Background: an optimization exercise with open tools, aiming at small area and a short achievable clock period. Do not read the settings as production practice.
Function was checked by simulation only, so behaviour that the tests miss may differ from the original.
Power and IR drop assume default switching activity.

$ cat design/flow/config.mk
export PLATFORM = sky130hd
export DESIGN_NAME = melody_player
export DESIGN_NICKNAME = melody_player
export VERILOG_FILES = /design/flow/design.v
export SDC_FILE = /design/flow/constraint.sdc
export NUM_CORES = 4
export LEC_CHECK = 0
export CAP_MARGIN = 20
export CORE_MARGIN = 2
export CORE_UTILIZATION = 40
export SLEW_MARGIN = 20
$ cat design/flow/constraint.sdc
create_clock -name core_clock -period 6.0 [get_ports {clk}]
set_input_delay 1.2000 -clock core_clock [delete_from_list [all_inputs] [get_ports {clk}]]
set_output_delay 1.2000 -clock core_clock [all_outputs]
set_load 0.01 [all_outputs]
$ cat design/flow/design.v
module melody_player #(
    parameter int  NOTES    = 32,
    parameter int  HP_W     = 20,
    parameter int  DUR_W    = 16,
    parameter int  TICK_DIV = 16,
    parameter int  GAP_W    = 16,
    localparam int AW       = $clog2(NOTES)
) (
    input  logic             clk,
    input  logic             rst_n,
    input  logic             enable,
    input  logic             mode_loop,
    input  logic             octave_down,
    input  logic [AW:0]      seq_len,
    input  logic [GAP_W-1:0] gap_ticks,
    input  logic             wr_en,
    input  logic [AW-1:0]    wr_addr,
    input  logic [HP_W-1:0]  wr_half,
    input  logic [DUR_W-1:0] wr_dur,
    output logic             tone,
    output logic             busy,
    output logic [AW-1:0]    step,
    output logic             done
);
    localparam int PW = $clog2(TICK_DIV);
    typedef enum logic [1:0] {IDLE, PLAY, GAP, HOLD} state_t;
    state_t state, state_n;
    logic [HP_W+DUR_W-1:0] mem [NOTES];
    logic [AW-1:0]    step_r, step_n;
    logic [HP_W:0]    cur_half, cur_half_n;
    logic [HP_W:0]    half_cnt, half_cnt_n;
    logic [DUR_W-1:0] cur_dur, cur_dur_n;
    logic [DUR_W-1:0] dur_cnt, dur_cnt_n;
    logic [GAP_W-1:0] gap_cnt, gap_cnt_n;
    logic [PW-1:0]    presc, presc_n;
    logic             tone_r, tone_n;
    logic             done_r, done_n;
    logic             tick;
    logic             enter;
    logic [AW-1:0]    enter_idx;
    logic [AW:0]      eff_len;
    logic [AW:0]      last_idx;
    logic [HP_W-1:0]  rd_half;
    logic [DUR_W-1:0] rd_dur;
    always_ff @(posedge clk) begin
        if (wr_en) mem[wr_addr] <= {wr_half, wr_dur};
    end
    assign {rd_half, rd_dur} = mem[enter_idx];
    assign tick = (presc == PW'(TICK_DIV - 1));
    always_comb begin
        if (seq_len == '0)
            eff_len = (AW+1)'(1);
        else if (seq_len > (AW+1)'(NOTES))
            eff_len = (AW+1)'(NOTES);
        else
            eff_len = seq_len;
        last_idx = eff_len - (AW+1)'(1);
    end
    always_comb begin
        state_n    = state;
        step_n     = step_r;
        cur_half_n = cur_half;
        cur_dur_n  = cur_dur;
        half_cnt_n = half_cnt;
        dur_cnt_n  = dur_cnt;
        gap_cnt_n  = gap_cnt;
        presc_n    = presc;
        tone_n     = tone_r;
        done_n     = 1'b0;
        enter      = 1'b0;
        enter_idx  = '0;
        if (!enable) begin
            state_n    = IDLE;
            step_n     = '0;
            cur_half_n = '0;
            cur_dur_n  = '0;
            half_cnt_n = '0;
            dur_cnt_n  = '0;
            gap_cnt_n  = '0;
            presc_n    = '0;
            tone_n     = 1'b0;
        end else begin
            unique case (state)
                IDLE: begin
                    enter = 1'b1;
                end
                PLAY: begin
                    presc_n = tick ? '0 : presc + PW'(1);
                    if (cur_half == '0) begin
                        tone_n     = 1'b0;
                        half_cnt_n = '0;
                    end else if (half_cnt == cur_half - (HP_W+1)'(1)) begin
                        half_cnt_n = '0;
                        tone_n     = ~tone_r;
                    end else begin
                        half_cnt_n = half_cnt + (HP_W+1)'(1);
                    end
                    if (tick) begin
                        if (dur_cnt + DUR_W'(1) >= cur_dur) begin
                            if (step_r < last_idx[AW-1:0]) begin
                                enter     = 1'b1;
                                enter_idx = step_r + AW'(1);
                            end else if (!mode_loop) begin
                                state_n    = HOLD;
                                done_n     = 1'b1;
                                tone_n     = 1'b0;
                                half_cnt_n = '0;
                                dur_cnt_n  = '0;
                                presc_n    = '0;
                            end else if (gap_ticks == '0) begin
                                enter = 1'b1;
                            end else begin
                                state_n    = GAP;
                                tone_n     = 1'b0;
                                half_cnt_n = '0;
                                dur_cnt_n  = '0;
                                gap_cnt_n  = '0;
                                presc_n    = '0;
                            end
                        end else begin
                            dur_cnt_n = dur_cnt + DUR_W'(1);
                        end
                    end
                end
                GAP: begin
                    presc_n = tick ? '0 : presc + PW'(1);
                    tone_n  = 1'b0;
                    if (tick) begin
                        if (gap_cnt + GAP_W'(1) >= gap_ticks)
                            enter = 1'b1;
                        else
                            gap_cnt_n = gap_cnt + GAP_W'(1);
                    end
                end
                HOLD: begin
                    tone_n = 1'b0;
                end
            endcase
        end
        if (enter) begin
            state_n    = PLAY;
            step_n     = enter_idx;
            cur_half_n = octave_down ? {rd_half, 1'b0} : {1'b0, rd_half};
            cur_dur_n  = (rd_dur == '0) ? DUR_W'(1) : rd_dur;
            half_cnt_n = '0;
            dur_cnt_n  = '0;
            gap_cnt_n  = '0;
            presc_n    = '0;
            tone_n     = 1'b0;
        end
    end
    always_ff @(posedge clk or negedge rst_n) begin
        if (!rst_n) begin
            state    <= IDLE;
            step_r   <= '0;
            cur_half <= '0;
            cur_dur  <= '0;
            half_cnt <= '0;
            dur_cnt  <= '0;
            gap_cnt  <= '0;
            presc    <= '0;
            tone_r   <= 1'b0;
            done_r   <= 1'b0;
        end else begin
            state    <= state_n;
            step_r   <= step_n;
            cur_half <= cur_half_n;
            cur_dur  <= cur_dur_n;
            half_cnt <= half_cnt_n;
            dur_cnt  <= dur_cnt_n;
            gap_cnt  <= gap_cnt_n;
            presc    <= presc_n;
            tone_r   <= tone_n;
            done_r   <= done_n;
        end
    end
    assign tone = tone_r;
    assign busy = (state == PLAY) || (state == GAP);
    assign step = step_r;
    assign done = done_r;
endmodule
$ cat design/flow/run.sh
#!/bin/bash
# synth_recipe.tcl (not shown) runs the flow's synth.tcl, then flattens the netlist and writes it again
# the make line also repeats each setting of config.mk as NAME=value (left out here)
make -C /OpenROAD-flow-scripts/flow DESIGN_CONFIG=/design/flow/config.mk WORK_HOME=/design/flow/orfs CLKGATE_MAP_FILE= SYNTH_SCRIPT=/design/flow/synth_recipe.tcl finish
==> run notes <==
-- repair_timing --
item | CTS | global route
hold endpoints to repair | 0 | 0
gates resized for setup | 0 | 9
setup endpoints to repair | 0 | 16
-- metrics by stage --
stage | total power [mW] | setup slack, ns | util | instances
floorplan | 10.3 | 1.06 | - | 3894
global placement | 10.7 | -0.253 | 0.445 | 5814
detailed placement | 10.8 | -0.240 | 0.445 | 5814
CTS | 18.6 | 0.122 | 0.476 | 6049
global route | 19.0 | 0.0104 | 0.476 | 6049
finish | 18.5 | 0.327 | 0.476 | 6049
-- layout make-up --
type	count	area [µm²]
inverters	52	195
well taps	1755	2200
flip-flops and latches	1255	37200
fillers	11400	68900
multi-input cells	2346	15000
clock buffers	163	3470
repair buffers	406	3870
clock inverters	72	662
-- path summary, 6_finish.rpt --
check                           cells past startpoint   startpoint      endpoint  slack [ns]
worst max-delay path                               22   dur_cnt[0]  cur_half[17]        0.33
worst min-delay path                                1        rst_n   dur_cnt[12]        0.52
worst max register to register                     22   dur_cnt[0]  cur_half[17]        0.33
worst min register to register                      2  cur_dur[11]   cur_dur[11]        0.52
max in group asynchronous                           2        rst_n  half_cnt[12]        4.28
min in group core_clock                             2  cur_dur[11]   cur_dur[11]        0.52
-- routing by layer --
metal  GRT usage  vias up  share of wire
met4      0.0705        8          0.028
met3      0.0510      312           0.10
met2       0.378     1917           0.45
li1            -    15600              -
met5           0        -        0.00033
met1       0.360    18400           0.42
-- cells in the mapped netlist, drive strengths merged (9+ instances only) --
master / number / area [µm²]
mux4: 26 / 586
o22ai: 29 / 181
buf: 124 / 594
a41oi: 17 / 149
mux2: 25 / 282
nand2b: 9 / 56.3
a2111oi: 11 / 97.6
a221oi: 22 / 193
o211a: 16 / 160
a211oi: 101 / 771
o21ai: 86 / 430
nor4: 23 / 150
nor2: 132 / 498
inv: 51 / 191
edfxtp: 1152 / 34600
a21o: 21 / 158
mux2i: 113 / 1130
and3: 95 / 594
nand2: 667 / 2510
a31oi: 72 / 450
o211ai: 15 / 113
or4: 24 / 180
dfrtp: 103 / 2580
nor3: 62 / 343
nor2b: 19 / 119
ha: 48 / 601
or3: 19 / 119
xnor2: 33 / 289
clkbuf: 117 / 439
a311oi: 93 / 815
xor2: 30 / 263
a22oi: 35 / 263
a22o: 17 / 149
o21a: 9 / 67.6
nand4: 21 / 138
nor3b: 9 / 67.6
a21oi: 197 / 986
nand3: 141 / 716
-- worst reg2reg max path: stages (launching register included) --
cell and delay [ns]:
dfrtp_1 0.42, ha_1 0.26, and3_1 0.19, and3_1 0.24
and3_1 0.26, and3_1 0.26, xor2_1 0.21, ha_1 0.27
and3_1 0.17, a221o_1 0.32, a211oi_1 0.28, buf_4 0.18
o21a_2 0.28, buf_4 0.20, nor2_4 0.08, buf_12 0.18
buf_4 0.21, buf_4 0.17, a311oi_1 0.25, a211oi_1 0.08
or4_1 0.55, buf_4 0.19, a221oi_1 0.30
-- report_power, final --
part | internal (mW) | leakage, nW | switching, mW | total [mW]
combinational | 0.243 | 7.70 | 0.567 | 0.810
clock | 4.55 | 2.01 | 3.42 | 7.97
sequential | 9.69 | 11.8 | 0.0845 | 9.77
total | 14.5 | 21.5 | 4.07 | 18.5
-- flip-flops by register name, summed over array words and instances, names as in the netlist --
name,count
dur_cnt,16
gap_cnt,16
mem,1152
state,2
tone_r,1
done_r,1
presc,4
half_cnt,21
cur_dur,16
step_r,5
cur_half,21
-- cell families (layout without fill, tap and decap cells) --
kind of cell | count (synthesis) | in the layout | synth area share
compound gates | 820 | 820 | 0.107
xor+xnor | 63 | 63 | 0.0104
fa+ha+maj | 48 | 48 | 0.0113
buf+inv | 293 | 693 | 0.0232
flops | 1255 | 1255 | 0.702
mux | 164 | 164 | 0.0377
simple gates | 1251 | 1251 | 0.108
==> impl_metrics.tcl <==
set metrics [dict create \
    setup_viol 0 \
    final_area_mm2 0.0626 \
    dieArea_mm2 0.135 \
    leakagePower_nw 21.5 \
    worstPathArrival_ns 6.32 \
    clk_pin_slew_ns 0.06 \
    slowest_delay_ns 0.55 \
    antenna_found_initial 6 \
    syn_avg_cell_area_um2 13.6 \
    ys_types 84 \
    area_growth_pct 18.1 \
    grt_pass1_vias 34700 \
    clock_sinks 1255 \
    die_h_um 368 \
    die_w_um 368 \
    skew_ns 0.0182 \
    io_buffers 76 \
    ys.flop_type "edfxtp_1" \
    drc 0 \
    rows 133 \
    start_util 0.403 \
    powerDensity_mw_per_mm2 296 \
    ant_nets 0 \
    async_reset_ff_frac 0.0821 \
    crit_path_cell_trace "ha_1 -> and3_1 -> and3_1 -> and3_1 -> and3_1 -> xor2_1 -> ha_1 -> and3_1 -> a221o_1 -> a211oi_1 -> buf_4 -> o21a_2 -> buf_4 -> nor2_4 -> buf_12 -> buf_4 -> buf_4 -> a311oi_1 -> a211oi_1 -> or4_1 -> buf_4 -> a221oi_1" \
    postCtsHoldBufs 0 \
    critPathLaunchType "flop" \
    worst-path-max-fanout 20 \
    synthCells 3894 \
    drv_cap 0 \
    grt_max_degree 99 \
    routabilityCongestion 0.879 \
    layout_common_cells "edfxtp_1, nand2_1, buf_4" \
    dpl_cell_area_mm2 0.0585 \
    slew_violations 0 \
    nNetsFinal 4309 \
    required_ns 6.65 \
    fin_hold_ws_ns 0.515 \
    setup_tns_ns 0 \
    wirelength_um 171000 \
    critPathKind "reg2reg" \
    ctsLongestPathBuffers 3 \
    syn_nets 4011 \
    cp_slowest_cell "or4_1" \
    io_pins 77 \
    cts_tree "built" \
    post_cts_buffers 0 \
    dp_hpwl_um 98900 \
    vias_per_cell 5.99 \
    final_common_cell "edfxtp_1" \
    end_kind "flop" \
    clkLatencyLatePin_ns 0.77 \
    relSlewSlack 0.242 \
    htreeDepth 4 \
    rsz0062_at_grt "false" \
    core_mm2 0.131 \
    fmax_ghz 0.176 \
    wl_per_cell_um 28.2 \
    period_needed_ns 5.67 \
    status "timing/DRC/antenna clean" \
    yosysWarningCount 1 \
    drt_iter0_drc 4709 \
    hold_viol 0 \
    ctsRootBufferMaster "clkbuf_16" \
    ys_ff_latch 1255 \
    drive_gt1_frac 0.155 \
    max_slew.worst_pin.slew_ns 1.13 \
    grt_pass1_wl_um 245000 \
    synth-edff-count 1152 \
    cts_buffers 131 \
    vias 36200 \
    holdCritPathClass "in2async" \
    crit_family "simple AND/OR/NAND/NOR gates" \
    syn-cell-area_mm2 0.0530 \
    crit_buf_inv 6 \
    n_antenna_cell 0 \
    grt_overflow 0 \
    grt_use_total 0.248 \
    first_pass_iters 5 \
    seq_area_frac_synth 0.702 \
    ir_worst_vdd_mv 0.295 \
    fin_crit_sh 0.946 \
]

==> re-timing with driven ports <==
In the flow no input, the clock included, has a driving cell. The finished layout below was timed again as built, in two steps. Step 1, drivers: a clkbuf_16 drives clk and a buf_2 each remaining input, both assumed. Step 2 times the ports against the registers' clock, not the clock port: input delays grow and output delays shrink by t, the midpoint of the rising clock arrivals with the driver on. Slacks: no drivers / after step 1 / after step 2; pairs: no drivers / after step 1.
t (ns): 0.834
setup slack, ns: 0.327 / 0.327 / -0.229
worst slew at a driven data input, ns: 0.11
With both steps, setup timing fails in this run, where it was met with ideal ports. For this run, drivers alone change the setup slack by 0.000 ns; drivers and shift together by -0.556 ns.
